This is an optimization exercise on Yosys and OpenROAD, whose aim is a short achievable clock period and few clock cycles, not a production implementation.
At most, simulation tests tie the RTL to the original design; equivalence was not proved.
Power and IR drop assume default switching activity.

## pipelineTop
module pipelineTop (
	input logic CLK,
	input logic RSTB,
	input logic imemWrite,
	input logic [5:0] imemAddr,
	input logic [31:0] imemData,
	input logic run,
	output logic wbWrite,
	output logic [3:0] wbDst,
	output logic [15:0] wbData
);
Size: about 3,700 cells after synthesis, ~1,400 flip-flops, ~63 I/O pins.
clock: 3.6 ns
lec_check: 0
cap_margin: 20
core_margin: 2
core_utilization: 60
cts_cluster_diameter: 100
cts_cluster_size: 24
hold_slack_margin: 0.05
setup_slack_margin: 2.0
slew_margin: 20
standard.sh (not shown) runs the stock make flow with config.mk's settings and CLKGATE_MAP_FILE= SYNTH_SCRIPT=/design/flow/synth_recipe.tcl, a recipe that flattens the netlist after the stock synthesis.
==> flow/flow/run.sh <==
#!/bin/bash
# The standard layout, except that after placement each flip-flop that
# drives an output port is moved next to that port's buffer (see
# pull_outputs.tcl). Each tool's output goes to its own log here.
set -euo pipefail
R=orfs/results/$FLOW_PLATFORM/pipelineTop/base
bash standard.sh place > standard_place.log 2>&1
ODB_IN=$R/3_place.odb ODB_OUT=$R/3_place.odb \
	openroad -no_init -exit flow/pull_outputs.tcl > pull_outputs.log 2>&1
bash standard.sh > standard_finish.log 2>&1
==> flow/flow/pull_outputs.tcl <==
# Move each flip-flop that drives an output port, through the port's
# buffer, next to that buffer, then legalize the placement.
read_db $::env(ODB_IN)
set block [ord::get_db_block]
set moved 0
foreach bterm [$block getBTerms] {
  if {[$bterm getIoType] != "OUTPUT"} { continue }
  set net [$bterm getNet]
  set buf ""
  foreach it [$net getITerms] {
    if {[$it isOutputSignal]} { set buf [$it getInst] }
  }
  if {$buf == ""} { continue }
  set innet ""
  foreach it [$buf getITerms] {
    if {[$it isInputSignal]} { set innet [$it getNet] }
  }
  if {$innet == ""} { continue }
  set ff ""
  foreach it [$innet getITerms] {
    if {[$it isOutputSignal]} { set ff [$it getInst] }
  }
  if {$ff == ""} { continue }
  if {![[$ff getMaster] isSequential]} { continue }
  set bl [$buf getLocation]
  $ff setLocation [lindex $bl 0] [lindex $bl 1]
  incr moved
  puts "moved [$ff getName] next to [$buf getName] for [$bterm getName]"
}
puts "moved $moved flip-flops"
detailed_placement
check_placement -verbose
write_db $::env(ODB_OUT)
Testbench counts at the start, summed over its fixed seeds: cycles 6,241.
==> next run, changes <==
==> flow/run.sh (new file) <==
#!/bin/bash
# synth_recipe.tcl (not shown) runs the flow's synth.tcl, then flattens the netlist and writes it again
# the make line also repeats each setting of config.mk as NAME=value (left out here)
make -C /OpenROAD-flow-scripts/flow DESIGN_CONFIG=/design/flow/config.mk WORK_HOME=/design/flow/orfs CLKGATE_MAP_FILE= SYNTH_SCRIPT=/design/flow/synth_recipe.tcl finish
removed: flow/flow/run.sh
removed: flow/flow/pull_outputs.tcl
removed: flow/standard.sh
Effect:
- wire length is higher slightly
- worst setup slack got worse by 0.060 ns
- synthesized area does not change
- utilization rises by 0.40 points
- die area stays the same
- critical path depth does not change
- power increases slightly
- count of clock-buffer cells in the layout does not change
- worst hold slack gets worse by 0.025 ns
- global-route usage rose by 0.46 points

Setup of north:
pipelineTop, a different RTL version from the one above (not shown whole).
Size: roughly 3500 cells after synthesis, about 1400 flip-flops, ~63 I/O pins.
Design pipelineTop, start of the top module:
module pipelineTop (
	input logic CLK,
	input logic RSTB,
	input logic imemWrite,
	input logic [5:0] imemAddr,
	input logic [31:0] imemData,
	input logic run,
	output logic wbWrite,
	output logic [3:0] wbDst,
	output logic [15:0] wbData
);
export LEC_CHECK = 0
export CAP_MARGIN = 20
export CORE_MARGIN = 2
export CORE_UTILIZATION = 60
export SETUP_SLACK_MARGIN = 1.6
export SLEW_MARGIN = 20
create_clock -name core_clock -period 3.6 [get_ports {CLK}]
run.sh (not shown) runs the stock make flow with config.mk's settings and CLKGATE_MAP_FILE= SYNTH_SCRIPT=/design/flow/synth_recipe.tcl, a recipe that flattens the netlist after the stock synthesis.
Stock flow here: none of the scripts above is used.
diff inputs: north => south
Settings: changing CORE_UTILIZATION from 60 to 40.
In south, the minimum clock period came out 18 ps below the value in north. south gives more full die area than north did. [compare] base=north new=south: count of clock-buffer cells in the layout +8; critical path depth saw an increase.
No functional check of the RTL was part of any run of this note.

static timing again, ports no longer ideal:
No port has a modelled driver above. Below, the same layouts with a new extraction and two added sets of constraints. Step 1 assumes that a clkbuf_16 drives the clock port and a buf_2 every other input. Step 2 times the ports against the registers' clock, not the clock port: input delays grow and output delays shrink by t, the midpoint of the rising clock arrivals with the driver on. a / b / c = ideal ports / drivers / drivers and shift; a / b = the first two.
run	t (ns)	setup WS [ns]	worst hold slack (ns)
the first run of note 1	0.700	1.740 / 1.673 / 1.246	0.389 / 0.389 / 0.389
the second run of note 1	0.715	1.681 / 1.607 / 1.239	0.364 / 0.364 / 0.364
north	0.792	1.604 / 1.529 / 0.903	0.324 / 0.324 / 0.324
south	0.795	1.622 / 1.569 / 0.965	0.326 / 0.326 / 0.326
After both steps setup and hold are still met in every run listed. The setup slack of north, which loses most, moves by -0.075 ns with the drivers and by -0.701 ns with both steps.
